What follows belongs to an exercise in optimizing a design on an open flow for a short achievable clock period and few clock cycles per item; a production flow would make more cautious choices. Where RTL was checked, it was by simulation tests only, not by an equivalence proof against the original. Only the layout flow was run in runs 4 and 5; the RTL was not checked for function there. No activity file was given, so power comes from the tool's default toggle rates.

$ cat design.v
`default_nettype none
package spk_out_pkg;
    localparam int FLIT_W      = 59;
    localparam int TYPE_W      = 3;
    localparam int ROUTE_W     = 21;
    localparam int TYPE_MSB    = 58;
    localparam int ROUTE_MSB   = 55;
    localparam int ROUTE_LSB   = 35;
    localparam int NEURON_ID_W = 24;
    localparam int CONT_BIT = 0;
    localparam int DST_ADDR_W = 4;
    localparam int DST_DEPTH  = 16;
    localparam int FIFO_ADDR_W = 3;
    localparam int FIFO_DEPTH  = 8;
    localparam int CREDIT_MAX = 15;
    typedef logic [FLIT_W-1:0]      flit_t;
    typedef logic [TYPE_W-1:0]      flit_type_t;
    typedef logic [ROUTE_W-1:0]     route_t;
    typedef logic [NEURON_ID_W-1:0] neuron_id_t;
    typedef logic [DST_ADDR_W-1:0]  dst_addr_t;
    typedef logic [FIFO_ADDR_W-1:0] fifo_addr_t;
    localparam flit_type_t SPIKE    = 3'b000;
    localparam flit_type_t READ     = 3'b111;
endpackage
`default_nettype wire
`timescale 1ns/1ns
`default_nettype none
import spk_out_pkg::*;
module dst_ram (
    input  wire                    clk,
    input  wire                    wr_en,
    input  spk_out_pkg::dst_addr_t wr_addr,
    input  spk_out_pkg::route_t    wr_data,
    input  wire                    rd_en,
    input  spk_out_pkg::dst_addr_t rd_addr,
    output spk_out_pkg::route_t    rd_data,
    input  wire                    walk_step,
    input  wire                    walk_busy,
    output spk_out_pkg::route_t    walk_route
);
    spk_out_pkg::route_t mem  [0:DST_DEPTH-1];
    spk_out_pkg::route_t ring [0:DST_DEPTH-1];
    logic [DST_DEPTH-1:0] last;
    always_ff @(posedge clk) begin
        if (wr_en) begin
            mem[wr_addr] <= wr_data;
        end
    end
    always_ff @(posedge clk) begin
        if (rd_en) begin
            rd_data <= mem[rd_addr];
        end
    end
    always_ff @(posedge clk) begin
        for (int i = 0; i < DST_DEPTH; i++) begin
            last[i] <= !mem[i][CONT_BIT];
            for (int j = 0; j < i; j++) begin
                if (!mem[j][CONT_BIT]) last[i] <= 1'b0;
            end
        end
    end
    always_ff @(posedge clk) begin
        for (int i = 0; i < DST_DEPTH; i++) begin
            if (walk_step) begin
                ring[i] <= last[i] ? ring[0] : ring[(i + 1) % DST_DEPTH];
            end else if (!walk_busy) begin
                ring[i] <= mem[i];
            end
        end
    end
    assign walk_route = ring[0];
endmodule
`default_nettype wire
`timescale 1ns/1ns
`default_nettype none
import spk_out_pkg::*;
module data_fifo (
    input  wire                 clk,
    input  wire                 rst_n,
    input  wire                 wr_en,
    input  wire  [FLIT_W:0]     din,
    input  wire                 pop,
    output logic                head_v,
    output logic [FLIT_W:0]     head,
    output logic                full
);
    logic [FLIT_W:0]          mem [0:FIFO_DEPTH-1];
    spk_out_pkg::fifo_addr_t  wr_ptr;
    spk_out_pkg::fifo_addr_t  rd_ptr;
    logic [FIFO_ADDR_W:0]     count;
    logic                     take;
    logic                     from_mem;
    logic                     bypass;
    logic                     do_wr;
    logic [FIFO_ADDR_W+1:0]   occ;
    assign take     = !head_v || pop;
    assign from_mem = take && (count != '0);
    assign bypass   = take && (count == '0) && wr_en;
    assign do_wr    = wr_en && !bypass;
    always_ff @(posedge clk) begin
        if (do_wr) begin
            mem[wr_ptr] <= din;
        end
    end
    always_ff @(posedge clk) begin
        if (from_mem) begin
            head <= mem[rd_ptr];
        end else if (bypass) begin
            head <= din;
        end
    end
    assign occ = {1'b0, count} + head_v + wr_en + !full;
    always_ff @(posedge clk or negedge rst_n) begin
        if (!rst_n) begin
            head_v <= 1'b0;
            wr_ptr <= '0;
            rd_ptr <= '0;
            count  <= '0;
            full   <= 1'b0;
        end else begin
            if (take) begin
                head_v <= from_mem || wr_en;
            end
            if (do_wr) begin
                wr_ptr <= wr_ptr + 1'b1;
            end
            if (from_mem) begin
                rd_ptr <= rd_ptr + 1'b1;
            end
            if (do_wr && !from_mem) begin
                count <= count + 1'b1;
            end else if (from_mem && !do_wr) begin
                count <= count - 1'b1;
            end
            full <= (occ > FIFO_DEPTH);
        end
    end
endmodule
`default_nettype wire
`timescale 1ns/1ns
`default_nettype none
import spk_out_pkg::*;
module spike_ingress (
    input  wire                     clk,
    input  wire                     rst_n,
    input  wire                     soma_fire,
    input  spk_out_pkg::neuron_id_t neuron_id,
    input  wire                     config_we,
    input  spk_out_pkg::flit_t      config_flit,
    output logic                    config_full,
    input  wire                     pop,
    output logic                    head_v,
    output logic                    head_rd,
    output spk_out_pkg::flit_t      head
);
    logic                    in_spk;
    logic                    in_cfg;
    spk_out_pkg::neuron_id_t in_nid;
    spk_out_pkg::flit_t      in_flit;
    logic                    push;
    logic                    push_rd;
    spk_out_pkg::flit_t      push_data;
    always_ff @(posedge clk or negedge rst_n) begin
        if (!rst_n) begin
            in_spk <= 1'b0;
            in_cfg <= 1'b0;
        end else begin
            in_spk <= soma_fire;
            in_cfg <= config_we;
        end
    end
    always_ff @(posedge clk) begin
        in_nid  <= neuron_id;
        in_flit <= config_flit;
    end
    assign push      = in_spk || in_cfg;
    assign push_data = in_spk ? {SPIKE, 21'b0, 11'b0, in_nid} : in_flit;
    assign push_rd   = !in_spk && (in_flit[TYPE_MSB:ROUTE_MSB+1] == READ);
    data_fifo i_data_fifo (
        .clk         (clk),
        .rst_n       (rst_n),
        .wr_en       (push),
        .din         ({push_rd, push_data}),
        .pop         (pop),
        .head_v      (head_v),
        .head        ({head_rd, head}),
        .full        (config_full)
    );
endmodule
`default_nettype wire
`timescale 1ns/1ns
`default_nettype none
import spk_out_pkg::*;
module flit_sender (
    input  wire                     clk,
    input  wire                     rst_n,
    output logic                    pop,
    input  wire                     head_v,
    input  wire                     head_rd,
    input  spk_out_pkg::flit_t      head,
    input  wire                     credit_in,
    output logic                    flit_out_wr,
    output spk_out_pkg::flit_t      flit_out,
    input  wire                     dst_we,
    input  spk_out_pkg::dst_addr_t  dst_waddr,
    input  spk_out_pkg::route_t     dst_wdata,
    input  wire                     dst_re,
    input  spk_out_pkg::dst_addr_t  dst_raddr,
    output spk_out_pkg::route_t     dst_rdata
);
    logic                    credit_q;
    logic [CREDIT_MAX-1:0]   credit;      
    logic                    can_send;
    logic                    more;        
    logic                    adv;
    logic                    pass_rd;
    logic                    step;
    spk_out_pkg::route_t     walk_route;
    always_comb begin
        case ({flit_out_wr, credit_q})
            2'b00:   can_send = credit[0];
            2'b01:   can_send = 1'b1;
            2'b10:   can_send = credit[1];
            default: can_send = credit[0];
        endcase
    end
    assign adv     = can_send && (more || head_v);
    assign pop     = can_send && !more && head_v;
    assign pass_rd = pop && head_rd;
    assign step    = adv && !pass_rd;
    always_ff @(posedge clk or negedge rst_n) begin
        if (!rst_n) begin
            credit_q    <= 1'b0;
            credit      <= '1;
            flit_out_wr <= 1'b0;
            more        <= 1'b0;
        end else begin
            credit_q    <= credit_in;
            flit_out_wr <= adv;
            case ({flit_out_wr, credit_q})
                2'b01:   credit <= {credit[CREDIT_MAX-2:0], 1'b1};
                2'b10:   credit <= {1'b0, credit[CREDIT_MAX-1:1]};
                default: credit <= credit;
            endcase
            if (adv) begin
                more <= !pass_rd && walk_route[CONT_BIT];
            end
        end
    end
    always_ff @(posedge clk) begin
        if (pop) begin
            flit_out[TYPE_MSB:ROUTE_MSB+1] <= head[TYPE_MSB:ROUTE_MSB+1];
            flit_out[ROUTE_LSB-1:0]        <= head[ROUTE_LSB-1:0];
        end
        if (adv) begin
            flit_out[ROUTE_MSB:ROUTE_LSB]  <= pass_rd ? head[ROUTE_MSB:ROUTE_LSB] : walk_route;
        end
    end
    dst_ram i_dst_ram (
        .clk        (clk),
        .wr_en      (dst_we),
        .wr_addr    (dst_waddr),
        .wr_data    (dst_wdata),
        .rd_en      (dst_re),
        .rd_addr    (dst_raddr),
        .rd_data    (dst_rdata),
        .walk_step  (step),
        .walk_busy  (more),
        .walk_route (walk_route)
    );
endmodule
`default_nettype wire
`timescale 1ns/1ns
`default_nettype none
import spk_out_pkg::*;
module spk_out (
    input  wire                     clk,
    input  wire                     rst_n,
    input  wire                     soma_fire,
    input  spk_out_pkg::neuron_id_t neuron_id,
    input  wire                     config_we,
    input  spk_out_pkg::flit_t      config_flit,
    output logic                    config_full,
    input  wire                     credit_in,
    output logic                    flit_out_wr,
    output spk_out_pkg::flit_t      flit_out,
    input  wire                     dst_we,
    input  spk_out_pkg::dst_addr_t  dst_waddr,
    input  spk_out_pkg::route_t     dst_wdata,
    input  wire                     dst_re,
    input  spk_out_pkg::dst_addr_t  dst_raddr,
    output spk_out_pkg::route_t     dst_rdata
);
    logic               pop;
    logic               head_v;
    logic               head_rd;
    spk_out_pkg::flit_t head;
    spike_ingress i_spike_ingress (
        .clk         (clk),
        .rst_n       (rst_n),
        .soma_fire   (soma_fire),
        .neuron_id   (neuron_id),
        .config_we   (config_we),
        .config_flit (config_flit),
        .config_full (config_full),
        .pop         (pop),
        .head_v      (head_v),
        .head_rd     (head_rd),
        .head        (head)
    );
    flit_sender i_flit_sender (
        .clk         (clk),
        .rst_n       (rst_n),
        .pop         (pop),
        .head_v      (head_v),
        .head_rd     (head_rd),
        .head        (head),
        .credit_in   (credit_in),
        .flit_out_wr (flit_out_wr),
        .flit_out    (flit_out),
        .dst_we      (dst_we),
        .dst_waddr   (dst_waddr),
        .dst_wdata   (dst_wdata),
        .dst_re      (dst_re),
        .dst_raddr   (dst_raddr),
        .dst_rdata   (dst_rdata)
    );
endmodule
`default_nettype wire
$ cat run.sh
#!/bin/bash
# synth_recipe.tcl (not shown) runs the flow's synth.tcl, then flattens the netlist and writes it again
# the make line also repeats each setting of config.mk as NAME=value (left out here)
make -C /OpenROAD-flow-scripts/flow DESIGN_CONFIG=/design/flow/config.mk WORK_HOME=/design/flow/orfs CLKGATE_MAP_FILE= SYNTH_SCRIPT=/design/flow/synth_recipe.tcl finish
$ cat config.mk
export PLATFORM = sky130hd
export DESIGN_NAME = spk_out
export DESIGN_NICKNAME = spk_out
export VERILOG_FILES = /design/flow/design.v
export SDC_FILE = /design/flow/constraint.sdc
export NUM_CORES = 4
export LEC_CHECK = 0
export ABC_CLOCK_PERIOD_IN_PS = 1500
export CAP_MARGIN = 20
export CORE_MARGIN = 2
export CORE_UTILIZATION = 40
export SETUP_SLACK_MARGIN = 2.5
export SLEW_MARGIN = 20
$ cat constraint.sdc
create_clock -name core_clock -period 4.0 [get_ports {clk}]
set_input_delay 0.8000 -clock core_clock [delete_from_list [all_inputs] [get_ports {clk}]]
set_output_delay 0.8000 -clock core_clock [all_outputs]
set_load 0.01 [all_outputs]
==> results.sh, run 1 <==
export IMPL_clockBufferDepth=3
export IMPL_use_met1_pct=33.25
export IMPL_slew_headroom_pct=19.45
export IMPL_fmaxAchievable_mhz=371.1
export IMPL_clkPwrFrac_pct=18.7
export IMPL_netlist_area_mm2=0.05703
export IMPL_path_cells="ha_4 -> nor2b_4 -> o31a_4 -> o21ai_4 -> inv_2 -> ha_4 -> inv_4 -> ha_4 -> a21o_1 -> a2111oi_2 -> o31ai_1"
export IMPL_place_hpwl_mm=84.15
export IMPL_grtUsageMet3_pct=5.606
export IMPL_worstPathArrival_ns=3.39
export IMPL_yosysSeqAreaShare_pct=72.90
export IMPL_use_met2_pct=42.67
export IMPL_synthCells=3374
export IMPL_io_buffer_count=200
export IMPL_outcome="complete, no violations"
export IMPL_area_delta_synth_final_pct=46.33
export IMPL_synthFlopType="edfxtp_1"
export IMPL_synthArstFlopShare_pct=2.250
export IMPL_drt_pass1_iter_count=6
export IMPL_switching_share_pct=35.22
export IMPL_dp_slack_ns=0.5911
export IMPL_finalSetupTns_ns=0
export IMPL_synthAdderAreaFrac_pct=0.3027
export IMPL_grt_pass1_wl_mm=267.5
export IMPL_syn_nets=3505
export IMPL_grt_max_degree=39
export IMPL_yosysTopAreaCellShare_pct=68.03
export IMPL_yosysTopAreaCell="edfxtp_1"
export IMPL_clk_latency_ns=0.83
export IMPL_vias=37499
export IMPL_path_class="flip-flop to flip-flop"
export IMPL_required_ns=4.69
export IMPL_power_switching_mw=27.01
export IMPL_worst_slack_ns=1.306
export IMPL_drc_errors=0
export IMPL_min_period_ns=2.694
export IMPL_layout_commonest_cell="edfxtp_1"
export IMPL_crit_fanout=4
export IMPL_stdcell_area_mm2=0.08346
export IMPL_die_h_um=381.6
export IMPL_ctsHoldBuffers=0
export IMPL_combPwrFrac_pct=49.8
export IMPL_cts_buffers=150
export IMPL_num_io_pins=201
export IMPL_cp_start_kind="flip-flop"
export IMPL_grt_usage_pct=25.81
export IMPL_nets=4427
export IMPL_ir_drop_mv=0.6080
export IMPL_drt_vias_per_instance=5.940
export IMPL_synthMuxAreaShare_pct=15.48
export IMPL_syn_avg_cell_area_um2=16.90
export IMPL_ys_ff_latch=1422
export IMPL_num_rows=138
export IMPL_gp_congestion=0.7895
export IMPL_power_density_mw_per_mm2=919.0
export IMPL_ys_top_cells_by_area="edfxtp_1 (68%), mux4_2 (8.1%), mux2i_1 (6.4%)"
export IMPL_finalClockSkew_ns=0.02828
export IMPL_synth_edf_count=1292
export IMPL_setup_viol=0
export IMPL_clock_sinks=1422
export IMPL_h_tree_depth=4
export IMPL_cts_tree="done"
export IMPL_p_int_mw=49.69
export IMPL_clkTransAtPathRegs_ns=0.07
export IMPL_path_buf_inv=2
export IMPL_grt_busiest_layer="met2"
export IMPL_worst_pin_slew_ns=1.208
export IMPL_start_util_pct=40.28
export IMPL_synth_top_family_by_area="multiplexers"
export IMPL_post_drt_wl_per_cell_um=32.22
export IMPL_grt_pass1_vias=35908
export IMPL_postPlaceCellArea_mm2=0.06166
export IMPL_end_kind="flip-flop"
export IMPL_die_width_um=381.6
export IMPL_slowest_stage="dfrtp_1"
export IMPL_cap_viol_max_count=0
export IMPL_crit_top_cell="ha_4"
export IMPL_ys_types=57
export IMPL_synth_compound_area_share_pct=4.682
export IMPL_hold_viol_final=0
export IMPL_synth_simple_gate_area_share_pct=4.179
export IMPL_p_leak_nw=30.27
export IMPL_hold_class="primary input to async pin"
export IMPL_drive_gt1_share_pct=49.97
export IMPL_initialDrtViolationCount=4587
export IMPL_synth_xor_area_share_pct=0.09214
export IMPL_ant_nets=0
export IMPL_slew_viol_final=0
export IMPL_core_mm2=0.1416
export IMPL_fin_crit_sh_pct=67.36
export IMPL_die_area_mm2=0.1456
export IMPL_seq_power_share_pct=31.5
export IMPL_drt_wl_total_mm=203.4
export IMPL_ys_warn_count=5
export IMPL_cts_root_buf="clkbuf_16"
export IMPL_rsz0062_at_grt="true"
export IMPL_path_delay_family="compound AO/OA/AOI/OAI gates"
export IMPL_layout_common_cells="edfxtp_1 (1292), mux2i_1 (367), o21ai_2 (265)"
export IMPL_antenna_found_initial=11
export IMPL_overflow=0
export IMPL_critPathMaxStageDelay_ns=0.43
[logic make-up after synthesis]
family / after synthesis
AO/OA/AOI/OAI: 490
XOR/XNOR: 6
adder cells (fa/ha/maj): 12
buffers and inverters: 247
flip-flops: 1422
multiplexers: 621
AND/OR/NAND/NOR: 576
[cell type report]
type / count / area, um2
Fill cell: 9909 / 58130
Sequential cell: 1422 / 41620
Multi-Input combinational cell: 1722 / 18800
Timing Repair Buffer: 991 / 15620
Clock buffer: 184 / 3981
Tap cell: 1890 / 2365
Clock inverter: 93 / 1027
Inverter: 9 / 38.79
Antenna cell: 2 / 5.005
[registers in the layout, indices dropped and copies added (netlist names)]
name / cells
i_flit_sender.credit: 15
i_flit_sender.credit_q: 1
i_flit_sender.flit_out: 59
i_flit_sender.flit_out_wr: 1
i_flit_sender.i_dst_ram.last: 15
i_flit_sender.i_dst_ram.mem: 336
i_flit_sender.i_dst_ram.rd_data: 21
i_flit_sender.i_dst_ram.ring: 336
i_flit_sender.more: 1
i_spike_ingress.i_data_fifo.count: 4
i_spike_ingress.i_data_fifo.full: 1
i_spike_ingress.i_data_fifo.head: 60
i_spike_ingress.i_data_fifo.head_v: 1
i_spike_ingress.i_data_fifo.mem: 480
i_spike_ingress.i_data_fifo.rd_ptr: 3
i_spike_ingress.i_data_fifo.wr_ptr: 3
i_spike_ingress.in_cfg: 1
i_spike_ingress.in_flit: 59
i_spike_ingress.in_nid: 24
i_spike_ingress.in_spk: 1
[per-stage QoR]
stage | util, % | hold slack [ns] | instances | total power, mW
after floorplan | - | 0.4003 | 3374 | 33.58
after global placement | 43.53 | 0.4045 | 5344 | 38.11
after detailed placement | 43.55 | 0.4045 | 5345 | 38.40
after CTS | 55.15 | 0.07421 | 6115 | 69.61
after global routing | 58.94 | 0.09487 | 6312 | 78.88
final | 58.94 | 0.06953 | 6313 | 76.70
[cells in the mapped netlist, types with 2 or more instances]
master,n
a21oi_1,30
a22oi_1,43
a31oi_1,24
and2_1,2
and3_1,3
buf_1,15
buf_12,3
buf_2,27
buf_4,18
buf_6,33
clkbuf_1,134
clkbuf_2,7
dfrtp_1,17
dfstp_2,15
dfxtp_1,98
edfxtp_1,1292
fa_1,3
ha_1,9
inv_1,9
mux2_2,49
mux2i_1,367
mux4_2,204
nand2_1,464
nand2b_1,3
nand3_1,5
nand3b_1,2
nor2_1,27
nor2b_1,39
nor3_1,12
nor3b_1,6
nor4b_1,4
o211ai_1,2
o21ai_0,303
o21ai_1,77
or3_1,2
xnor2_1,5
[power groups by stage]
stage	Sequential, mW	Clock [mW]	Combinational (mW)
2_1_floorplan	23.3	0	10.3
3_5_place_dp	24.4	0	14.0
6_report	24.2	14.3	38.2
4_1_cts	24.0	14.3	31.3
5_1_grt	24.5	15.0	39.4
3_3_place_gp	24.3	0	13.8
[worst paths after layout]
kind | start | to | slack (ns) | depth (start not counted)
min in group core_clock | i_spike_ingress.i_data_fifo.head[1]$_DFFE_PP_ | i_flit_sender.flit_out[1]$_DFFE_PN_ | 0.42 | 0
max in group asynchronous | rst_n | i_flit_sender.more$_DFFE_PN0P_ | 3.29 | 1
min | rst_n | i_spike_ingress.i_data_fifo.full$_DFF_PN0_ | 0.07 | 1
max reg2reg | i_flit_sender.credit_q$_DFF_PN0_ | i_spike_ingress.i_data_fifo.count[3]$_DFFE_PN0P_ | 1.31 | 11
max | i_flit_sender.credit_q$_DFF_PN0_ | i_spike_ingress.i_data_fifo.count[3]$_DFFE_PN0P_ | 1.31 | 11
min reg2reg | i_spike_ingress.i_data_fifo.head[1]$_DFFE_PP_ | i_flit_sender.flit_out[1]$_DFFE_PN_ | 0.42 | 0
[repair_timing]
action,in CTS,in global routing
setup buffers,290,141
gates cloned,203,55
endpoints found under the setup margin,2292,1686
resized for setup,1532,833
pin swaps,319,257
[routing by layer]
layer | vias to the layer above | wire length [um]
met3 | 603 | 19030
li1 | 15121 | -
met5 | - | 67
met2 | 2341 | 99540
met4 | 10 | 10990
met1 | 19424 | 73800
Testbench counts, summed over its fixed seeds: cycles 4,191, flits 4,071.
==> run 2: changes to the inputs <==
--- a/config.mk
+++ b/config.mk
@@ -6,8 +6,7 @@
 export NUM_CORES = 4
 export LEC_CHECK = 0
-export ABC_CLOCK_PERIOD_IN_PS = 1500
 export CAP_MARGIN = 20
 export CORE_MARGIN = 2
 export CORE_UTILIZATION = 40
-export SETUP_SLACK_MARGIN = 2.5
+export SETUP_SLACK_MARGIN = 1.5
 export SLEW_MARGIN = 20
==> run 2 against run 1 <==
Sequential power is essentially flat. Core utilization fell by 11 points. Critical path depth is the same. Combinational power down 58%. Register-to-register slack barely moved. Total power decreased by 30%. Worst hold slack gained 0.024 ns. Sequential share of layout area is 11 points higher. Via count decreased by 17%. Clock skew increased by 0.022 ns. Largest cell class unchanged.
==> results.sh, run 2 <==
export IMPL_hold_viol_final=0
export IMPL_num_io_pins=201
export IMPL_drt_vias_per_instance=5.485
export IMPL_h_tree_depth=4
export IMPL_cts_buffers=152
export IMPL_yosysTopAreaCellShare_pct=68.03
export IMPL_overflow=0
export IMPL_io_buffer_count=200
export IMPL_syn_nets=3505
export IMPL_grt_max_degree=89
export IMPL_place_hpwl_mm=80.47
export IMPL_vias=31256
export IMPL_core_mm2=0.1416
export IMPL_rsz0062_at_grt="true"
export IMPL_ys_types=57
export IMPL_seq_power_share_pct=44.9
export IMPL_num_rows=138
export IMPL_drt_pass1_iter_count=5
export IMPL_layout_common_cells="edfxtp_1 (1292), nand2_1 (463), mux2i_1 (367)"
export IMPL_finalSetupTns_ns=0
export IMPL_clock_sinks=1422
export IMPL_worst_pin_slew_ns=1.137
export IMPL_antenna_found_initial=15
export IMPL_r2r_end="i_spike_ingress.i_data_fifo.mem[4][25]$_DFFE_PP_"
export IMPL_cp_start_kind="flip-flop"
export IMPL_setup_viol=0
export IMPL_power_total_mw=53.46
export IMPL_largest_reg_flops=480
export IMPL_ys_top_cells_by_area="edfxtp_1 (68%), mux4_2 (8.1%), mux2i_1 (6.4%)"
export IMPL_required_ns=4.49
export IMPL_end_kind="flip-flop"
export IMPL_r2r_slack_ns=1.31
export IMPL_hold_ws_ns=0.09345
export IMPL_ant_nets=0
export IMPL_netlist_area_mm2=0.05703
export IMPL_hold_class="primary input to async pin"
export IMPL_regToRegStartpoint="i_flit_sender.flit_out_wr$_DFF_PN0_"
export IMPL_die_area_mm2=0.1456
export IMPL_ir_drop_mv=0.5580
export IMPL_ys_warn_count=5
export IMPL_post_drt_wl_per_cell_um=26.59
export IMPL_switching_share_pct=32.71
export IMPL_cap_viol_max_count=0
export IMPL_power_switching_mw=17.49
export IMPL_yosysSeqAreaShare_pct=72.90
export IMPL_die_width_um=381.6
export IMPL_min_period_ns=2.688
export IMPL_slew_viol_final=0
export IMPL_fmaxAchievable_mhz=372.1
export IMPL_clkTransAtPathRegs_ns=0.06
export IMPL_synth_most_common_cell="edfxtp_1"
export IMPL_die_h_um=381.6
export IMPL_gp_congestion=0.7803
export IMPL_synth_edf_count=1292
export IMPL_grt_usage_pct=19.75
export IMPL_syn_avg_cell_area_um2=16.90
export IMPL_path_class="flip-flop to flip-flop"
export IMPL_crit_fanout=8
export IMPL_drc_errors=0
export IMPL_area_delta_synth_final_pct=19.21
export IMPL_outcome="complete, no violations"
export IMPL_cts_tree="done"
export IMPL_worstPathArrival_ns=3.18
export IMPL_clockBufferDepth=3
export IMPL_combPwrFrac_pct=30.0
export IMPL_grt_pass1_vias=30696
export IMPL_reg_top3="i_spike_ingress.i_data_fifo.mem (480), i_flit_sender.i_dst_ram.mem (336), i_flit_sender.i_dst_ram.ring (336)"
export IMPL_slew_headroom_pct=24.17
export IMPL_p_leak_nw=23.02
export IMPL_ff2ff_path_depth=11
export IMPL_post_route_util_pct=48.02
export IMPL_power_density_mw_per_mm2=786.2
export IMPL_clk_latency_ns=0.78
export IMPL_initialDrtViolationCount=3008
export IMPL_ctsHoldBuffers=0
export IMPL_drt_wl_total_mm=151.5
export IMPL_crit_start="i_flit_sender.flit_out_wr$_DFF_PN0_"
export IMPL_top_register="i_spike_ingress.i_data_fifo.mem"
export IMPL_grt_pass1_wl_mm=210.1
export IMPL_clkPwrFrac_pct=25.1
export IMPL_ys_ff_latch=1422
export IMPL_post_synth_most_frequent_cells="edfxtp_1 (1292), nand2_1 (464), mux2i_1 (367)"
export IMPL_layout_commonest_cell="edfxtp_1"
export IMPL_finalClockSkew_ns=0.05053
export IMPL_yosysTopAreaCell="edfxtp_1"
export IMPL_p_int_mw=35.97
export IMPL_synthCells=3374
export IMPL_cts_root_buf="clkbuf_16"
export IMPL_synthArstFlopShare_pct=2.250
export IMPL_cp_endpoint="i_spike_ingress.i_data_fifo.mem[4][25]$_DFFE_PP_"
export IMPL_synthFlopType="edfxtp_1"
export IMPL_start_util_pct=40.28
export IMPL_fin_crit_sh_pct=67.20
export IMPL_nets=3812
export IMPL_drive_gt1_share_pct=19.81
## run 2: layer usage
metal | wire (um) | vias to the layer above | GRT usage (%)
met3 | 11500 | 227 | 4.363
met4 | 3998 | 8 | 5.978
met2 | 73960 | 1157 | 32.25
met1 | 61990 | 16155 | 26.47
met5 | 43 | - | 0
li1 | - | 13709 | -
## run 2: kinds of logic after synthesis
logic type                 synth area share (%)
AOI/OAI and AO/OA                         4.682
and+or+nand+nor                           4.179
xor gates and xnor gates                0.09214
DFF                                       72.90
buffers and inverters                     2.358
adders and majority gates                0.3028
muxes                                     15.48
## run 2: cell type report
| cell class | count | area, um2 |
|---|---|---|
| antenna | 2 | 5.005 |
| multi-input combinational | 1709 | 14540 |
| inverter | 9 | 38.79 |
| clock buffer | 199 | 4081 |
| fill | 12072 | 73600 |
| sequential | 1422 | 41620 |
| tap | 1890 | 2365 |
| timing repair buffer | 387 | 4672 |
| clock inverter | 80 | 673.1 |
## run 2: worst min path at each step
stage	from	to	slack, ns	cells past startpoint
after floorplan	i_spike_ingress.i_data_fifo.head[0]$_DFFE_PP_	i_flit_sender.flit_out[0]$_DFFE_PN_	0.40	0
after global placement	i_spike_ingress.i_data_fifo.head[13]$_DFFE_PP_	i_flit_sender.flit_out[13]$_DFFE_PN_	0.40	0
after detailed placement	i_spike_ingress.i_data_fifo.head[22]$_DFFE_PP_	i_flit_sender.flit_out[22]$_DFFE_PN_	0.40	0
after CTS	rst_n	i_spike_ingress.i_data_fifo.rd_ptr[1]$_DFFE_PN0N_	0.05	1
after global routing	rst_n	i_spike_ingress.i_data_fifo.wr_ptr[0]$_DFFE_PN0N_	0.11	1
final	rst_n	i_spike_ingress.i_data_fifo.rd_ptr[2]$_DFFE_PN0N_	0.09	1
## run 2: power groups by stage
stage / Clock [mW] / Combinational [mW] / Sequential [mW]
2_1_floorplan: 0 / 10.3 / 23.3
3_3_place_gp: 0 / 13.8 / 24.3
3_5_place_dp: 0 / 14.0 / 24.3
4_1_cts: 13.7 / 14.4 / 24.0
5_1_grt: 14.2 / 17.4 / 24.4
6_report: 13.4 / 16.0 / 24.0
## run 2: critical path, cell delays in order (launching register included)
cell,delay (ns)
dfrtp_1,0.41
buf_6,0.13
ha_4,0.16
a211oi_4,0.30
o31a_4,0.22
o21ai_4,0.06
buf_4,0.14
buf_8,0.14
nor4b_4,0.29
buf_6,0.25
buf_12,0.14
clkbuf_16,0.16
## run 2: per-stage QoR
step / area, um2 / setup slack (ns) / cells
global route: 67990 / 1.239 / 5696
CTS: 66740 / 1.257 / 5635
global placement: 61540 / 0.8341 / 5325
floorplan: 57220 / 0.1095 / 3374
detailed placement: 61540 / 0.7918 / 5325
finish: 67990 / 1.312 / 5698
## run 2: timing repair
| action | in CTS | in global routing |
|---|---|---|
| cloned | 8 | 38 |
| resized for setup | 109 | 75 |
| pin swaps | 14 | 24 |
| setup endpoints to repair | 1184 | 910 |
| buffers inserted | 23 | 23 |
==> run 3: changes to the inputs <==
--- a/config.mk
+++ b/config.mk
@@ -9,4 +9,3 @@
 export CORE_MARGIN = 2
 export CORE_UTILIZATION = 40
-export SETUP_SLACK_MARGIN = 1.5
 export SLEW_MARGIN = 20
==> run 3 against run 2 <==
Maximum frequency is 17% lower. Worst hold slack worse by 0.0033 ns. Synthesized area stayed put. Core utilization is 1.1 points lower. Design area is 2.3% lower. Synthesized cell count stayed put. Via count is 2.9% lower. Global-route usage is 0.20 points lower. Worst setup slack worse by 0.56 ns. First-iteration DRC count is 0.20% lower. Die area stayed put. Critical path type unchanged. Critical endpoint is now i_spike_ingress.i_data_fifo.mem[5][50]$_DFFE_PP_. Largest power group unchanged.
==> results.sh, run 3 <==
export IMPL_p_leak_nw=22.15
export IMPL_cap_viol_max_count=0
export IMPL_netlist_area_mm2=0.05703
export IMPL_layout_common_cells="edfxtp_1 (1292), nand2_1 (463), mux2i_1 (367)"
export IMPL_cts_root_buf="clkbuf_16"
export IMPL_worstPathArrival_ns=3.67
export IMPL_fin_crit_sh_pct=81.21
export IMPL_r2r_end="i_spike_ingress.i_data_fifo.mem[5][50]$_DFFE_PP_"
export IMPL_path_cells="or4_2 -> buf_4 -> o211ai_1 -> nor3b_4 -> buf_4"
export IMPL_combPwrFrac_pct=26.8
export IMPL_largest_reg_flops=480
export IMPL_fin_cells=5610
export IMPL_drt_vias_per_instance=5.409
export IMPL_clkTransAtPathRegs_ns=0.06
export IMPL_vias=30344
export IMPL_regToRegStartpoint="i_spike_ingress.i_data_fifo.count[0]$_DFFE_PN0P_"
export IMPL_yosysTopAreaCell="edfxtp_1"
export IMPL_dp_slack_ns=0.7298
export IMPL_crit_fanout=50
export IMPL_synthFlopType="edfxtp_1"
export IMPL_worst_pin_slew_ns=1.140
export IMPL_die_width_um=381.6
export IMPL_synthArstFlopShare_pct=2.250
export IMPL_worst_slack_ns=0.7518
export IMPL_clockBufferDepth=3
export IMPL_grt_usage_pct=19.55
export IMPL_num_io_pins=201
export IMPL_slew_viol_final=0
export IMPL_reg_top3="i_spike_ingress.i_data_fifo.mem (480), i_flit_sender.i_dst_ram.mem (336), i_flit_sender.i_dst_ram.ring (336)"
export IMPL_drc_errors=0
export IMPL_finalClockSkew_ns=0.03243
export IMPL_hold_class="primary input to async pin"
export IMPL_rsz0062_at_grt="false"
export IMPL_end_kind="flip-flop"
export IMPL_layout_commonest_cell="edfxtp_1"
export IMPL_crit_top_cell="buf_4"
export IMPL_finalSetupTns_ns=0
export IMPL_power_switching_mw=16.52
export IMPL_antenna_found_initial=15
export IMPL_path_buf_inv=2
export IMPL_ir_drop_mv=0.5992
export IMPL_synth_edf_count=1292
export IMPL_synth_most_common_cell="edfxtp_1"
export IMPL_num_rows=138
export IMPL_cts_setup_buffers=0
export IMPL_area_delta_synth_final_pct=16.51
export IMPL_overflow=0
export IMPL_hold_viol_final=0
export IMPL_r2r_slack_ns=0.75
export IMPL_ant_nets=0
export IMPL_ys_types=57
export IMPL_ys_top_cells_by_area="edfxtp_1 (68%), mux4_2 (8.1%), mux2i_1 (6.4%)"
export IMPL_die_h_um=381.6
export IMPL_required_ns=4.42
export IMPL_yosysSeqAreaShare_pct=72.90
export IMPL_h_tree_depth=4
export IMPL_clk_latency_ns=0.78
export IMPL_start_util_pct=40.28
export IMPL_post_cts_resized=0
export IMPL_grt_max_degree=135
export IMPL_clkPwrFrac_pct=26.7
export IMPL_post_drt_wl_per_cell_um=25.37
export IMPL_seq_power_share_pct=46.5
export IMPL_cts_tree="done"
export IMPL_path_delay_family="simple AND/OR/NAND/NOR gates"
export IMPL_syn_avg_cell_area_um2=16.90
export IMPL_top_register="i_spike_ingress.i_data_fifo.mem"
export IMPL_gp_congestion=0.7818
export IMPL_die_area_mm2=0.1456
export IMPL_nets=3721
export IMPL_ys_warn_count=5
export IMPL_core_mm2=0.1416
export IMPL_yosysTopAreaCellShare_pct=68.03
export IMPL_critPathMaxStageDelay_ns=0.79
export IMPL_initialDrtViolationCount=3002
export IMPL_hold_ws_ns=0.09015
export IMPL_grt_pass1_wl_mm=208.8
export IMPL_fmaxAchievable_mhz=307.9
export IMPL_min_period_ns=3.248
export IMPL_slowest_stage="or4_2"
export IMPL_syn_nets=3505
export IMPL_place_hpwl_mm=81.80
export IMPL_grt_pass1_vias=30700
export IMPL_cp_start_kind="flip-flop"
export IMPL_ctsHoldBuffers=0
export IMPL_switching_share_pct=31.97
export IMPL_slew_headroom_pct=23.97
export IMPL_p_int_mw=35.15
export IMPL_drt_wl_total_mm=142.3
export IMPL_ff2ff_path_depth=5
export IMPL_io_buffer_count=200
export IMPL_drt_pass1_iter_count=6
export IMPL_clock_sinks=1422
export IMPL_path_class="flip-flop to flip-flop"
export IMPL_post_synth_most_frequent_cells="edfxtp_1 (1292), nand2_1 (464), mux2i_1 (367)"
export IMPL_dp_cells=5327
export IMPL_setup_viol=0
export IMPL_cts_buffers=151
export IMPL_power_density_mw_per_mm2=777.6
export IMPL_drive_gt1_share_pct=17.42
export IMPL_ys_ff_latch=1422
export IMPL_synthCells=3374
export IMPL_outcome="complete, no violations"
run 3: power groups by stage:
stage	logic, mW	clock network [mW]	registers (mW)
floorplan	10.2	0	23.3
global placement	13.8	0	24.3
detailed placement	14.1	0	24.3
CTS	14.1	14.1	24.1
global route	15.4	14.6	24.5
finish	13.9	13.8	24.0
run 3: stage by stage:
stage / total power [mW] / util (%) / area, um2
after detailed placement: 38.40 / 43.46 / 61530
final: 51.67 / 46.93 / 66450
after CTS: 52.28 / 46.93 / 66450
after global placement: 38.08 / 43.46 / 61530
after global routing: 54.49 / 46.93 / 66450
after floorplan: 33.55 / - / 57140
run 3: worst max-delay path by stage:
stage / start / cells past startpoint / to
finish: i_spike_ingress.i_data_fifo.count[0]$_DFFE_PN0P_ / 5 / i_spike_ingress.i_data_fifo.mem[5][50]$_DFFE_PP_
global route: i_flit_sender.flit_out_wr$_DFF_PN0_ / 12 / i_spike_ingress.i_data_fifo.count[3]$_DFFE_PN0P_
CTS: i_spike_ingress.i_data_fifo.count[0]$_DFFE_PN0P_ / 5 / i_spike_ingress.i_data_fifo.mem[5][29]$_DFFE_PP_
detailed placement: i_spike_ingress.i_data_fifo.count[0]$_DFFE_PN0P_ / 5 / i_spike_ingress.i_data_fifo.mem[5][50]$_DFFE_PP_
global placement: i_spike_ingress.i_data_fifo.count[0]$_DFFE_PN0P_ / 5 / i_spike_ingress.i_data_fifo.mem[7][50]$_DFFE_PP_
floorplan: i_flit_sender.flit_out_wr$_DFF_PN0_ / 6 / i_flit_sender.i_dst_ram.ring[10][0]$_DFFE_PP_
run 3: routing by layer:
layer	routed length, um	share of wire, %	vias to the layer above	global-route usage [%]
met3	10320	7.3	252	4.036
met1	58140	41	15519	25.93
li1	-	-	13493	-
met2	69850	49	1072	32.24
met5	46	0.032	-	0
met4	3978	2.8	8	6.379
run 3: cell families after synthesis:
family	Yosys count	synth area share [%]
compound gates	490	4.682
simple gates	576	4.179
fa+ha+maj	12	0.3028
buf+inv	247	2.358
xor+xnor	6	0.09214
flops	1422	72.90
mux	621	15.48
run 3: cell type report:
type | count | area [um2]
tap | 1890 | 2365
clock inverter | 95 | 934.6
fill | 12040 | 75130
multi-input combinational | 1705 | 14390
clock buffer | 187 | 3985
inverter | 9 | 33.78
timing repair buffer | 301 | 3129
antenna | 1 | 2.502
sequential | 1422 | 41610
run 3: worst register-to-register path, delay by kind of cell, from the launching register on:
kind | cells | cell delay (ns)
AOI/OAI and AO/OA | 1 | 0.77
buffers and inverters | 2 | 0.72
DFF | 1 | 0.49
and+or+nand+nor | 2 | 0.88
==> run 4: changes to the inputs <==
--- a/design.v
+++ b/design.v
@@ -11,6 +11,6 @@
     localparam int DST_ADDR_W = 4;
     localparam int DST_DEPTH  = 16;
-    localparam int FIFO_ADDR_W = 3;
-    localparam int FIFO_DEPTH  = 8;
+    localparam int FIFO_ADDR_W = 1;
+    localparam int FIFO_DEPTH  = 2;
     localparam int CREDIT_MAX = 15;
     typedef logic [FLIT_W-1:0]      flit_t;
@@ -29,4 +29,5 @@
 module dst_ram (
     input  wire                    clk,
+    input  wire                    rst_n,
     input  wire                    wr_en,
     input  spk_out_pkg::dst_addr_t wr_addr,
@@ -39,7 +40,10 @@
     output spk_out_pkg::route_t    walk_route
 );
-    spk_out_pkg::route_t mem  [0:DST_DEPTH-1];
-    spk_out_pkg::route_t ring [0:DST_DEPTH-1];
-    logic [DST_DEPTH-1:0] last;
+    spk_out_pkg::route_t  mem [0:DST_DEPTH-1];
+    logic [DST_DEPTH-1:0] last;        
+    logic [DST_DEPTH-1:0] at;          
+    logic [DST_DEPTH-1:0] at_nxt;
+    logic                 at_last;
+    spk_out_pkg::route_t  after;       
     always_ff @(posedge clk) begin
         if (wr_en) begin
@@ -60,14 +64,28 @@
         end
     end
-    always_ff @(posedge clk) begin
+    assign at_last = |(at & last);
+    assign at_nxt  = at_last ? {{(DST_DEPTH-1){1'b0}}, 1'b1} : {at[DST_DEPTH-2:0], at[DST_DEPTH-1]};
+    always_comb begin
+        after = '0;
         for (int i = 0; i < DST_DEPTH; i++) begin
-            if (walk_step) begin
-                ring[i] <= last[i] ? ring[0] : ring[(i + 1) % DST_DEPTH];
-            end else if (!walk_busy) begin
-                ring[i] <= mem[i];
-            end
+            after = after | (mem[(i + 1) % DST_DEPTH] & {ROUTE_W{at[i]}});
+        end
+    end
+    always_ff @(posedge clk or negedge rst_n) begin
+        if (!rst_n) begin
+            at <= {{(DST_DEPTH-1){1'b0}}, 1'b1};
+        end else if (walk_step) begin
+            at <= at_nxt;
+        end else if (!walk_busy) begin
+            at <= {{(DST_DEPTH-1){1'b0}}, 1'b1};
+        end
+    end
+    always_ff @(posedge clk) begin
+        if (walk_step) begin
+            walk_route <= at_last ? mem[0] : after;
+        end else if (!walk_busy) begin
+            walk_route <= mem[0];
         end
     end
-    assign walk_route = ring[0];
 endmodule
 `default_nettype wire
@@ -86,52 +104,61 @@
 );
     logic [FLIT_W:0]          mem [0:FIFO_DEPTH-1];
-    spk_out_pkg::fifo_addr_t  wr_ptr;
-    spk_out_pkg::fifo_addr_t  rd_ptr;
-    logic [FIFO_ADDR_W:0]     count;
+    logic [FIFO_DEPTH-1:0]    wr_sel;      
+    logic [FIFO_DEPTH-1:0]    rd_sel;      
+    logic [FIFO_ADDR_W:0]     count;       
+    logic                     nonempty;    
     logic                     take;
-    logic                     from_mem;
-    logic                     bypass;
-    logic                     do_wr;
-    logic [FIFO_ADDR_W+1:0]   occ;
-    assign take     = !head_v || pop;
-    assign from_mem = take && (count != '0);
-    assign bypass   = take && (count == '0) && wr_en;
-    assign do_wr    = wr_en && !bypass;
+    logic                     rd_adv;
+    logic [FLIT_W:0]          rd_data;
+    logic [FIFO_ADDR_W:0]     count_nxt;
+    assign take   = !head_v || pop;
+    assign rd_adv = take && (nonempty || wr_en);
+    always_comb begin
+        rd_data = '0;
+        for (int i = 0; i < FIFO_DEPTH; i++) begin
+            rd_data = rd_data | (mem[i] & {(FLIT_W+1){rd_sel[i]}});
+        end
+    end
     always_ff @(posedge clk) begin
-        if (do_wr) begin
-            mem[wr_ptr] <= din;
+        for (int i = 0; i < FIFO_DEPTH; i++) begin
+            if (wr_en && wr_sel[i]) begin
+                mem[i] <= din;
+            end
         end
     end
     always_ff @(posedge clk) begin
-        if (from_mem) begin
-            head <= mem[rd_ptr];
-        end else if (bypass) begin
-            head <= din;
+        if (take) begin
+            head <= nonempty ? rd_data : din;
+        end
+    end
+    always_comb begin
+        count_nxt = count;
+        if (wr_en && !take) begin
+            count_nxt = count + 1'b1;
+        end else if (!wr_en && take && nonempty) begin
+            count_nxt = count - 1'b1;
         end
     end
-    assign occ = {1'b0, count} + head_v + wr_en + !full;
     always_ff @(posedge clk or negedge rst_n) begin
         if (!rst_n) begin
-            head_v <= 1'b0;
-            wr_ptr <= '0;
-            rd_ptr <= '0;
-            count  <= '0;
-            full   <= 1'b0;
+            head_v   <= 1'b0;
+            wr_sel   <= {{(FIFO_DEPTH-1){1'b0}}, 1'b1};
+            rd_sel   <= {{(FIFO_DEPTH-1){1'b0}}, 1'b1};
+            count    <= '0;
+            nonempty <= 1'b0;
+            full     <= 1'b0;
         end else begin
             if (take) begin
-                head_v <= from_mem || wr_en;
-            end
-            if (do_wr) begin
-                wr_ptr <= wr_ptr + 1'b1;
+                head_v <= nonempty || wr_en;
             end
-            if (from_mem) begin
-                rd_ptr <= rd_ptr + 1'b1;
+            if (wr_en) begin
+                wr_sel <= {wr_sel[FIFO_DEPTH-2:0], wr_sel[FIFO_DEPTH-1]};
             end
-            if (do_wr && !from_mem) begin
-                count <= count + 1'b1;
-            end else if (from_mem && !do_wr) begin
-                count <= count - 1'b1;
+            if (rd_adv) begin
+                rd_sel <= {rd_sel[FIFO_DEPTH-2:0], rd_sel[FIFO_DEPTH-1]};
             end
-            full <= (occ > FIFO_DEPTH);
+            count    <= count_nxt;
+            nonempty <= (count_nxt != '0);
+            full     <= ({1'b0, count} + head_v + !full) > FIFO_DEPTH;
         end
     end
@@ -154,27 +181,10 @@
     output spk_out_pkg::flit_t      head
 );
-    logic                    in_spk;
-    logic                    in_cfg;
-    spk_out_pkg::neuron_id_t in_nid;
-    spk_out_pkg::flit_t      in_flit;
-    logic                    push;
-    logic                    push_rd;
-    spk_out_pkg::flit_t      push_data;
-    always_ff @(posedge clk or negedge rst_n) begin
-        if (!rst_n) begin
-            in_spk <= 1'b0;
-            in_cfg <= 1'b0;
-        end else begin
-            in_spk <= soma_fire;
-            in_cfg <= config_we;
-        end
-    end
-    always_ff @(posedge clk) begin
-        in_nid  <= neuron_id;
-        in_flit <= config_flit;
-    end
-    assign push      = in_spk || in_cfg;
-    assign push_data = in_spk ? {SPIKE, 21'b0, 11'b0, in_nid} : in_flit;
-    assign push_rd   = !in_spk && (in_flit[TYPE_MSB:ROUTE_MSB+1] == READ);
+    logic  push;
+    logic  push_rd;
+    spk_out_pkg::flit_t push_data;
+    assign push      = soma_fire || config_we;
+    assign push_data = soma_fire ? {SPIKE, 21'b0, 11'b0, neuron_id} : config_flit;
+    assign push_rd   = !soma_fire && (config_flit[TYPE_MSB:ROUTE_MSB+1] == READ);
     data_fifo i_data_fifo (
         .clk         (clk),
@@ -259,4 +269,5 @@
     dst_ram i_dst_ram (
         .clk        (clk),
+        .rst_n      (rst_n),
         .wr_en      (dst_we),
         .wr_addr    (dst_waddr),
--- a/config.mk
+++ b/config.mk
@@ -6,6 +6,10 @@
 export NUM_CORES = 4
 export LEC_CHECK = 0
+export ABC_CLOCK_PERIOD_IN_PS = 1500
 export CAP_MARGIN = 20
 export CORE_MARGIN = 2
-export CORE_UTILIZATION = 40
+export CORE_UTILIZATION = 65
+export CTS_CLUSTER_DIAMETER = 100
+export CTS_CLUSTER_SIZE = 30
+export SETUP_SLACK_MARGIN = 2.5
 export SLEW_MARGIN = 20
==> run 4 against run 3 <==
Wire length fell by 44%. Die area is 70% lower. Clock-buffer cell count decreased by 140. Still clean. Total power is 64% lower. Worst setup slack gained 1.0 ns. Final cell count decreased by 57%. Via count fell by 43%. Design area down 50%. Synthesized area is 52% lower.
==> results.sh, run 4 <==
export IMPL_gp_congestion=0.8986
export IMPL_yosysSeqAreaShare_pct=73.08
export IMPL_ctsHoldBuffers=0
export IMPL_vias=17381
export IMPL_synthFlopType="edfxtp_1"
export IMPL_finalSetupTns_ns=0
export IMPL_core_mm2=0.04167
export IMPL_fillers=2131
export IMPL_top_register="i_flit_sender.i_dst_ram.mem"
export IMPL_ff_latch_area_mm2=0.01997
export IMPL_cap_viol_max_count=0
export IMPL_slew_headroom_pct=57.25
export IMPL_clkTransAtPathRegs_ns=0.12
export IMPL_worst_pin_slew_ns=0.6412
export IMPL_crit_fanout=15
export IMPL_rsz0062_at_grt="true"
export IMPL_num_io_pins=201
export IMPL_end_kind="flip-flop"
export IMPL_num_rows=75
export IMPL_ant_nets=0
export IMPL_synth_edf_count=617
export IMPL_largest_reg_flops=336
export IMPL_cts_root_buf="clkbuf_16"
export IMPL_overflow=0
export IMPL_fin_crit_sh_pct=56.00
export IMPL_clock_sinks=676
export IMPL_p_leak_nw=11.19
export IMPL_reg_top3="i_flit_sender.i_dst_ram.mem (336), i_spike_ingress.i_data_fifo.mem (120), i_spike_ingress.i_data_fifo.head (60)"
export IMPL_fmaxAchievable_mhz=446.4
export IMPL_initialDrtViolationCount=2747
export IMPL_io_buffer_count=200
export IMPL_post_synth_most_frequent_cells="edfxtp_1 (617), a22oi_1 (190), nor2_1 (103)"
export IMPL_slew_viol_final=0
export IMPL_synthCells=1543
export IMPL_clockBufferDepth=3
export IMPL_yosysTopAreaCellShare_pct=67.88
export IMPL_ys_ff_latch=676
export IMPL_ir_drop_mv=0.4170
export IMPL_dp_cells=2233
export IMPL_grt_max_degree=52
export IMPL_fin_cells=2424
export IMPL_drt_pass1_iter_count=8
export IMPL_yosysTopAreaCell="edfxtp_1"
export IMPL_netlist_area_mm2=0.02729
export IMPL_hold_ws_ns=0.1727
export IMPL_drt_vias_per_instance=7.170
export IMPL_drt_wl_total_mm=79.92
export IMPL_grt_usage_pct=35.99
export IMPL_outcome="complete, no violations"
export IMPL_synth_most_common_cell="edfxtp_1"
export IMPL_required_ns=4.35
export IMPL_syn_nets=1667
export IMPL_multi_input_area_mm2=0.007750
export IMPL_grt_pass1_vias=16880
export IMPL_hold_class="primary input to async pin"
export IMPL_drc_errors=0
export IMPL_clk_latency_ns=0.60
export IMPL_h_tree_depth=1
export IMPL_die_width_um=208.9
export IMPL_finalClockSkew_ns=0.02051
export IMPL_nets=1988
export IMPL_antenna_found_initial=3
export IMPL_ys_warn_count=4
export IMPL_setup_viol=0
export IMPL_die_h_um=208.9
export IMPL_area_delta_synth_final_pct=22.86
export IMPL_die_area_mm2=0.04365
export IMPL_synthArstFlopShare_pct=6.361
export IMPL_cp_start_kind="flip-flop"
export IMPL_start_util_pct=65.51
export IMPL_ys_types=56
export IMPL_drive_gt1_share_pct=30.20
export IMPL_cts_tree="done"
export IMPL_syn_avg_cell_area_um2=17.69
export IMPL_ys_top_cells_by_area="edfxtp_1 (68%), mux4_2 (8.3%), a22oi_1 (5.2%)"
export IMPL_min_period_ns=2.240
export IMPL_worstPathArrival_ns=2.59
export IMPL_place_hpwl_mm=41.93
export IMPL_cts_buffers=26
export IMPL_path_class="flip-flop to flip-flop"
export IMPL_grt_pass1_wl_mm=113.3
export IMPL_post_drt_wl_per_cell_um=32.97
export IMPL_layout_commonest_cell="edfxtp_1"
export IMPL_power_density_mw_per_mm2=549.3
export IMPL_layout_common_cells="edfxtp_1 (617), a22oi_1 (190), clkdlybuf4s50_1 (107)"
export IMPL_hold_viol_final=0
==> run 4: cell types whose count changed in the layout (fill, tap and decap cells not counted), sizes merged, moves of 147 or more <==
cell / delta
mux2i: -352
a22oi: +147
buf: +168
nand2: -445
o21ai: -367
edfxtp: -675
==> run 4: path summary, 6_finish.rpt <==
path | start | to | slack (ns) | cells past startpoint
setup / recovery | i_flit_sender.i_dst_ram.at[7]$_DFFE_PN0P_ | i_flit_sender.i_dst_ram.walk_route[7]$_DFFE_PP_ | 1.76 | 5
max in group asynchronous | rst_n | i_flit_sender.i_dst_ram.at[9]$_DFFE_PN0P_ | 3.36 | 1
hold reg to reg | i_spike_ingress.i_data_fifo.head[2]$_DFFE_PP_ | i_flit_sender.flit_out[2]$_DFFE_PP_ | 0.43 | 0
setup reg to reg | i_flit_sender.i_dst_ram.at[7]$_DFFE_PN0P_ | i_flit_sender.i_dst_ram.walk_route[7]$_DFFE_PP_ | 1.76 | 5
min in group core_clock | i_spike_ingress.i_data_fifo.head[2]$_DFFE_PP_ | i_flit_sender.flit_out[2]$_DFFE_PP_ | 0.43 | 0
hold / removal | rst_n | i_spike_ingress.i_data_fifo.full$_DFF_PN0_ | 0.17 | 1
==> run 4: logic make-up after synthesis <==
family	count (synthesis)	share of synthesized area (%)
mux	167	11.21
flops	676	73.08
simple gates	245	4.474
compound gates	337	9.072
buf+inv	111	1.843
fa+ha+maj	5	0.2567
xor+xnor	2	0.06419
==> run 4: per-layer routing <==
layer	part of all wire [%]	up-vias	global-route usage, %
li1	-	6980	-
met1	34	8662	49.72
met2	49	1488	57.56
met3	13	249	7.710
met4	4.1	2	13.57
met5	0.021	-	0
==> run 4: final cells by class <==
cell class / count / share of cell area [%]
clock buffers: 47 / 2.239
inverters: 9 / 0.1119
diodes: 1 / 0.007463
repair buffers: 391 / 12.90
clock inverters: 1 / 0.04851
multi-input cells: 759 / 23.11
repair inverters: 1 / 0.02239
flip-flops and latches: 676 / 59.55
well taps: 539 / 2.011
==> run 4: report_power, final <==
group          switching, mW  internal [mW]  total, mW
Sequential             0.498           9.18       9.68
Combinational           2.90           2.50       5.40
Clock                   2.04           1.30       3.34
Total                   5.43           13.0       18.4
==> run 4: critical path, cell delays in order, from the launching register on <==
cell       delay [ns]
dfrtp_1          0.62
buf_4            0.36
a222oi_1         0.41
nand3_1          0.15
nor2_1           0.29
o2bb2ai_4        0.13
==> run 4: through the flow <==
step / power [mW] / worst slack [ns] / area, um2 / utilization, %
after floorplan: 11.74 / 0.5483 / 27640 / -
after CTS: 17.58 / 1.884 / 32860 / 78.88
after global routing: 18.98 / 1.739 / 33530 / 80.48
after global placement: 13.44 / 1.013 / 30200 / 72.48
final: 18.42 / 1.760 / 33530 / 80.48
after detailed placement: 13.55 / 0.9523 / 30200 / 72.48
==> run 4: repair_timing <==
action	CTS	global route
setup endpoints to repair	909	538
gates resized for setup	538	63
cloned	21	9
pin swaps	23	18
setup buffers	90	22
==> run 5: changes to the inputs <==
--- a/config.mk
+++ b/config.mk
@@ -9,7 +9,5 @@
 export CAP_MARGIN = 20
 export CORE_MARGIN = 2
-export CORE_UTILIZATION = 65
-export CTS_CLUSTER_DIAMETER = 100
-export CTS_CLUSTER_SIZE = 30
+export CORE_UTILIZATION = 40
 export SETUP_SLACK_MARGIN = 2.5
 export SLEW_MARGIN = 20
==> run 5 against run 4 <==
Worst hold slack better by 0.014 ns. Clock skew up 0.0072 ns. Global-route usage decreased by 12 points. Total power is 21% higher. Core utilization is 28 points lower. Die area increased by 61%. Non-clock buffer count down 9.
==> results.sh, run 5 <==
export IMPL_drc_errors=0
export IMPL_synth_most_common_cell="edfxtp_1"
export IMPL_fin_crit_sh_pct=56.74
export IMPL_cts_root_buf="clkbuf_16"
export IMPL_path_cells="buf_4 -> a22oi_1 -> and4_1 -> nand3_1 -> buf_6 -> o2bb2ai_4"
export IMPL_hold_class="primary input to async pin"
export IMPL_finalClockSkew_ns=0.02774
export IMPL_min_period_ns=2.270
export IMPL_drt_pass1_iter_count=6
export IMPL_critPathMaxStageDelay_ns=0.50
export IMPL_crit_fanout=24
export IMPL_nets=2024
export IMPL_clk_latency_ns=0.63
export IMPL_clockBufferDepth=3
export IMPL_grt_pass1_wl_mm=120.2
export IMPL_required_ns=4.32
export IMPL_power_density_mw_per_mm2=627.6
export IMPL_drt_wl_total_mm=84.09
export IMPL_worst_pin_slew_ns=0.6898
export IMPL_num_rows=95
export IMPL_antenna_found_initial=3
export IMPL_initialDrtViolationCount=2035
export IMPL_overflow=0
export IMPL_syn_avg_cell_area_um2=17.69
export IMPL_finalSetupTns_ns=0
export IMPL_drt_vias_per_instance=6.097
export IMPL_clkTransAtPathRegs_ns=0.06
export IMPL_netlist_area_mm2=0.02729
export IMPL_synthArstFlopShare_pct=6.361
export IMPL_yosysTopAreaCell="edfxtp_1"
export IMPL_ant_nets=0
export IMPL_top_register="i_flit_sender.i_dst_ram.mem"
export IMPL_grt_pass1_vias=17422
export IMPL_cap_viol_max_count=0
export IMPL_die_area_mm2=0.07034
export IMPL_path_class="flip-flop to flip-flop"
export IMPL_slew_headroom_pct=53.87
export IMPL_power_total_mw=22.36
export IMPL_die_h_um=265.2
export IMPL_cp_start_kind="flip-flop"
export IMPL_grt_usage_pct=23.70
export IMPL_ys_top_cells_by_area="edfxtp_1 (68%), mux4_2 (8.3%), a22oi_1 (5.2%)"
export IMPL_yosysSeqAreaShare_pct=73.08
export IMPL_synthCells=1543
export IMPL_core_mm2=0.06740
export IMPL_layout_common_cells="edfxtp_1 (617), a22oi_1 (190), clkdlybuf4s50_1 (107)"
export IMPL_synth_edf_count=617
export IMPL_area_delta_synth_final_pct=30.52
export IMPL_post_drt_wl_per_cell_um=29.74
export IMPL_grt_max_degree=47
export IMPL_yosysTopAreaCellShare_pct=67.88
export IMPL_slew_viol_final=0
export IMPL_rsz0062_at_grt="true"
export IMPL_fmaxAchievable_mhz=440.6
export IMPL_vias=17242
export IMPL_reg_top3="i_flit_sender.i_dst_ram.mem (336), i_spike_ingress.i_data_fifo.mem (120), i_spike_ingress.i_data_fifo.head (60)"
export IMPL_cts_tree="done"
export IMPL_ys_ff_latch=676
export IMPL_clock_sinks=676
export IMPL_ctsHoldBuffers=0
export IMPL_drive_gt1_share_pct=32.19
export IMPL_p_leak_nw=12.00
export IMPL_largest_reg_flops=336
export IMPL_die_width_um=265.2
export IMPL_end_kind="flip-flop"
export IMPL_hold_viol_final=0
export IMPL_ir_drop_mv=0.3493
export IMPL_h_tree_depth=3
export IMPL_ys_types=56
export IMPL_slowest_stage="buf_6"
export IMPL_place_hpwl_mm=44.20
export IMPL_setup_viol=0
export IMPL_io_buffer_count=200
export IMPL_num_io_pins=201
export IMPL_gp_congestion=0.8409
export IMPL_worstPathArrival_ns=2.59
export IMPL_syn_nets=1667
export IMPL_outcome="complete, no violations"
export IMPL_post_synth_most_frequent_cells="edfxtp_1 (617), a22oi_1 (190), nor2_1 (103)"
export IMPL_cts_buffers=71
export IMPL_synthFlopType="edfxtp_1"
export IMPL_layout_commonest_cell="edfxtp_1"
export IMPL_ys_warn_count=4
export IMPL_start_util_pct=40.50
## run 5: changes by cell type in the layout (fill, tap and decap cells not counted), moves of 4 or more
cell,before,now
clkbuf_16,34,77
clkbuf_1,20,16
buf_8,11,16
buf_4,85,59
clkinv_1,0,16
buf_6,42,46
clkinv_2,0,11
buf_16,22,36
clkinv_8,0,5
## run 5: per-stage QoR
step                      setup WS, ns  cells  utilization, %  cell area, um2  hold WS, ns
after floorplan                 0.5483   1543               -           27640       0.4003
after global placement           1.093   2568           45.44           30630       0.4008
after detailed placement         1.052   2568           45.44           30630       0.4045
after CTS                        1.859   2806           51.88           34970       0.1955
after global routing             1.724   2828           52.86           35620       0.2112
final                            1.730   2828           52.86           35620       0.1870
## run 5: power breakdown
| part | switching, mW | internal [mW] | leakage [nW] |
|---|---|---|---|
| combinational | 3.23 | 3.20 | 4.65 |
| sequential | 0.494 | 9.20 | 6.28 |
| clock | 2.69 | 3.54 | 1.07 |
| total | 6.42 | 15.9 | 12.0 |
## run 5: worst paths after layout
path | start | slack, ns | end | depth (start not counted)
max | i_flit_sender.i_dst_ram.at[13]$_DFFE_PN0P_ | 1.73 | i_flit_sender.i_dst_ram.walk_route[6]$_DFFE_PP_ | 6
min | rst_n | 0.19 | i_flit_sender.credit_q$_DFF_PN0_ | 1
max reg2reg | i_flit_sender.i_dst_ram.at[13]$_DFFE_PN0P_ | 1.73 | i_flit_sender.i_dst_ram.walk_route[6]$_DFFE_PP_ | 6
min reg2reg | i_spike_ingress.i_data_fifo.head[2]$_DFFE_PP_ | 0.39 | i_flit_sender.flit_out[2]$_DFFE_PP_ | 0
max in group asynchronous | rst_n | 3.05 | i_flit_sender.i_dst_ram.at[0]$_DFFE_PN1P_ | 2
min in group core_clock | i_spike_ingress.i_data_fifo.head[2]$_DFFE_PP_ | 0.39 | i_flit_sender.flit_out[2]$_DFFE_PP_ | 0
## run 5: cell families after synthesis
kind of cell / count (synthesis) / synth area share, %
compound gates: 337 / 9.072
xor+xnor: 2 / 0.06419
fa+ha+maj: 5 / 0.2567
buf+inv: 111 / 1.843
flops: 676 / 73.08
mux: 167 / 11.21
simple gates: 245 / 4.474
## run 5: what timing repair did
action | CTS | global route
cloned | 36 | 5
gates resized for setup | 563 | 74
pin swaps | 21 | 13
setup buffers | 75 | 16
endpoints found under the setup margin | 880 | 448
## run 5: area by class of cell
class                      instances  area (um2)
timing repair buffer             382        4576
timing repair inverter             1       7.507
multi-input combinational        759        7752
clock inverter                    38       311.5
inverter                           9       37.54
tap                              873        1092
sequential                       676       19970
fill                            5235       31770
clock buffer                      89        1876
antenna                            1       2.502
## run 5: critical path, delay by kind of cell, from the launching register on
family / cells / cell delay [ns]
buf+inv: 2 / 0.96
compound gates: 2 / 0.36
flops: 1 / 0.32
simple gates: 2 / 0.30
## run 5: routing by layer
layer	track usage [%]	wire length (um)
met5	0	0
met4	10.08	3583
met3	5.166	7655
met2	38.49	40750
met1	30.95	32100

what the ideal ports hide:
Ports are ideal in the flow. The routed layouts listed here were re-timed in OpenROAD.
Step 1 sets driving cells, clkbuf_16 on the clock port and buf_2 on the other inputs (assumed; they add their load-dependent delay and slew).
Step 2 moves the port delays by t, midway between the first and last clock arrival at a register: inputs arrive t later, outputs are due t later. That takes back most of the time a late clock gives input paths.
a / b / c = ideal / step 1 / step 2; a / b = the first two.
run | shift t [ns] | setup slack, ns | slew at the worst register clock pin (ns)
run 1 | 0.895 | 1.306 / 1.306 / 1.306 | 0.07 / 0.07
run 2 | 0.838 | 1.312 / 1.312 / 0.895 | 0.06 / 0.06
run 3 | 0.849 | 0.752 / 0.752 / 0.752 | 0.06 / 0.06
run 4 | 0.659 | 1.760 / 1.760 / 1.294 | 0.12 / 0.12
run 5 | 0.673 | 1.730 / 1.730 / 1.347 | 0.06 / 0.06
After both steps setup and hold are still met in every run listed. The setup slack of run 4, which loses most, moves by 0.000 ns with the drivers and by -0.466 ns with both steps.
